This design comes from an exercise in tuning for small area, a short achievable clock period and few clock cycles per item on the open sky130 flow, not from production work.
The RTL was checked by simulation tests, not by an equivalence proof against the original design.

// lut_interp_ctrl
module lut_interp_ctrl #(
    parameter int DATA_WIDTH = lut_interp_pkg::DEF_DATA_WIDTH,
    parameter int NUM_POINTS = lut_interp_pkg::DEF_NUM_POINTS,
    localparam int ADDR_W    = $clog2(NUM_POINTS)
) (
    input  logic                  clk,
    input  logic                  rst_n,
    input  logic                  cfg_we,
    input  logic [ADDR_W-1:0]     cfg_addr,
    input  logic [DATA_WIDTH-1:0] cfg_x,
    input  logic [DATA_WIDTH-1:0] cfg_y,
    output logic                  cfg_busy,
    input  logic                  in_valid,
    output logic                  in_ready,
    input  logic [DATA_WIDTH-1:0] in_x,
    output logic                  out_valid,
    input  logic                  out_ready,
    output logic [DATA_WIDTH-1:0] out_y,
    output logic                  out_clamped
);
    localparam int W     = 16;
    localparam int N     = 8;
    logic [W-1:0] tx_q [N];
    logic [W-1:0] ty_q [N];
    logic [N-1:0] tv_q;
    logic         pw_q;
    logic [2:0]   pa_q;
    logic [W-1:0] px_q, py_q;
    always_ff @(posedge clk or negedge rst_n) begin
        if (!rst_n) begin
            pw_q <= 1'b0;
            tv_q <= '0;
        end else begin
            pw_q <= cfg_we & ~cfg_busy;
            if (pw_q) tv_q[pa_q] <= 1'b1;
        end
    end
    always_ff @(posedge clk) begin
        pa_q <= cfg_addr;
        px_q <= cfg_x;
        py_q <= cfg_y;
        for (int i = 0; i < N; i++) begin
            if (pw_q && pa_q == 3'(i)) begin
                tx_q[i] <= px_q;
                ty_q[i] <= py_q;
            end
        end
    end
    logic v0_q, v1_q, v2_q, ov_q, sv_q, adv_q, nrdy_q, busy_q;
    logic v0_d, v1_d, v2_d, ov_d, sv_d, adv_d, nrdy_d, busy_d;
    logic acc, ld0, arrive, hold, out_en, skid_en;
    assign acc     = in_valid & ~nrdy_q;
    assign ld0     = adv_q | ~v0_q;          
    assign arrive  = adv_q & v2_q;           
    assign hold    = ov_q & ~out_ready;      
    assign out_en  = ~hold;
    assign skid_en = ~sv_q;
  ...
For scale: ~520 flip-flops, ~76 I/O pins.
==> flow/config.mk <==
export PLATFORM = sky130hd
export DESIGN_NAME = lut_interp_ctrl
export DESIGN_NICKNAME = lut_interp_ctrl
export VERILOG_FILES = /design/flow/design.v
export SDC_FILE = /design/flow/constraint.sdc
export NUM_CORES = 4
export LEC_CHECK = 0
export ABC_AREA = 1
export CAP_MARGIN = 20
export CORE_MARGIN = 2
export CORE_UTILIZATION = 55
export CTS_CLUSTER_DIAMETER = 80
export CTS_CLUSTER_SIZE = 24
export SLEW_MARGIN = 20
==> flow/constraint.sdc <==
create_clock -name core_clock -period 110.0 [get_ports {clk}]
set_input_delay 22.0000 -clock core_clock [delete_from_list [all_inputs] [get_ports {clk}]]
set_output_delay 22.0000 -clock core_clock [all_outputs]
set_load 0.01 [all_outputs]
standard.sh (not shown) runs the stock make flow with config.mk's settings and CLKGATE_MAP_FILE= SYNTH_SCRIPT=/design/flow/synth_recipe.tcl, a recipe that flattens the netlist after the stock synthesis.
==> flow/flow/run.sh <==
#!/bin/bash
# Layout flow: the standard ORFS flow, unchanged except that the port
# buffers ORFS inserts at placement are sky130_fd_sc_hd__buf_2 cells
# instead of the ones buffer_ports picks by default (clkdlybuf4s50_1, a
# delay cell). Every input and output port still gets its own buffer.
set -euo pipefail
export BUFFER_PORTS_ARGS="-buffer_cell sky130_fd_sc_hd__buf_2"
bash standard.sh > standard_flow.log 2>&1
Testbench counts at the start, summed over its fixed seeds: cycles 3,264, items 3,200.
Next try:
--- a/flow/design.v
+++ b/flow/design.v
@@ -1589,28 +1589,28 @@
         lz = 4'd15;
         for (int i = 0; i < W; i++) if (span[i]) lz = 4'(W-1-i);
         dn   = (span << lz) | {~interior, {(W-1){1'b0}}};
         dxn  = (dx & {W{interior}}) << lz;
     end
     logic [W-1:0]   dy1_q, dxn1_q, d1_q, ybase1_q;
     logic           rising1_q, clamped1_q;
     always_ff @(posedge clk) begin
         if (adv_q) begin
-            dy1_q      <= dy;
-            dxn1_q     <= dxn;
+            dy1_q      <= ~dy;
+            dxn1_q     <= ~dxn;
             d1_q       <= dn;
             ybase1_q   <= ybase;
             rising1_q  <= rising;
             clamped1_q <= clamped;
         end
     end
     logic [2*W-1:0] ps, pc;
-    mul16cs u_mul (.a(dy1_q), .b(dxn1_q), .s0(ps), .s1(pc));
+    mul16cs u_mul (.a(~dy1_q), .b(~dxn1_q), .s0(ps), .s1(pc));
     localparam int RB = W + 3;
     localparam int KB = 9;
     typedef struct packed {
         logic [RB-1:0]  rs;
         logic [RB-1:0]  rc;
         logic [W-1:0]   pl;      
         logic [W-1:0]   plc;     
         logic [W-1:0]   qp;
         logic [W-1:0]   qn;
Effect:
- The changed run finished with timing, DRC and antenna clean
- worst hold slack improves by 9.4 ps
- synthesized cell count came out lower by 4.0%
- non-clock buffer count rose by 7
- core utilization came out higher by 0.40 points
- global-route usage climbs by 0.39 points
- via count went down by 0.72%
- register-to-register slack improved by 140 ps
- synthesized area is lower by 1.5%
- cell area decreases by 1.1%
- fmax barely changes
Testbench counts after the change, summed over its fixed seeds: cycles 3,264, items 3,200.

static timing again, ports no longer ideal:
In the flow no input, the clock included, has a driving cell. The finished layouts below were timed again as built, in two steps. Step 1, drivers: a clkbuf_16 drives clk and a buf_2 each remaining input, both assumed. Step 2 moves the port delays by t, midway between the first and last clock arrival at a register: inputs arrive t later, outputs are due t later. That takes back most of the time a late clock gives input paths. Slacks: no drivers / after step 1 / after step 2; pairs: no drivers / after step 1.
| run | t (ns) | slack for setup (ns) | hold WS [ns] | latest minus earliest clock arrival (ns) | cell pins on the clock port's net |
|---|---|---|---|---|---|
| the first run | 0.651 | 86.836 / 86.769 / 86.649 | 0.413 / 0.413 / 0.413 | 0.059 / 0.059 | 1 |
| the second run | 0.643 | 86.854 / 86.790 / 86.666 | 0.423 / 0.423 / 0.423 | 0.052 / 0.051 | 1 |
After both steps setup and hold are still met in every run listed. The setup slack of the second run, which loses most, moves by -0.064 ns with the drivers and by -0.188 ns with both steps.
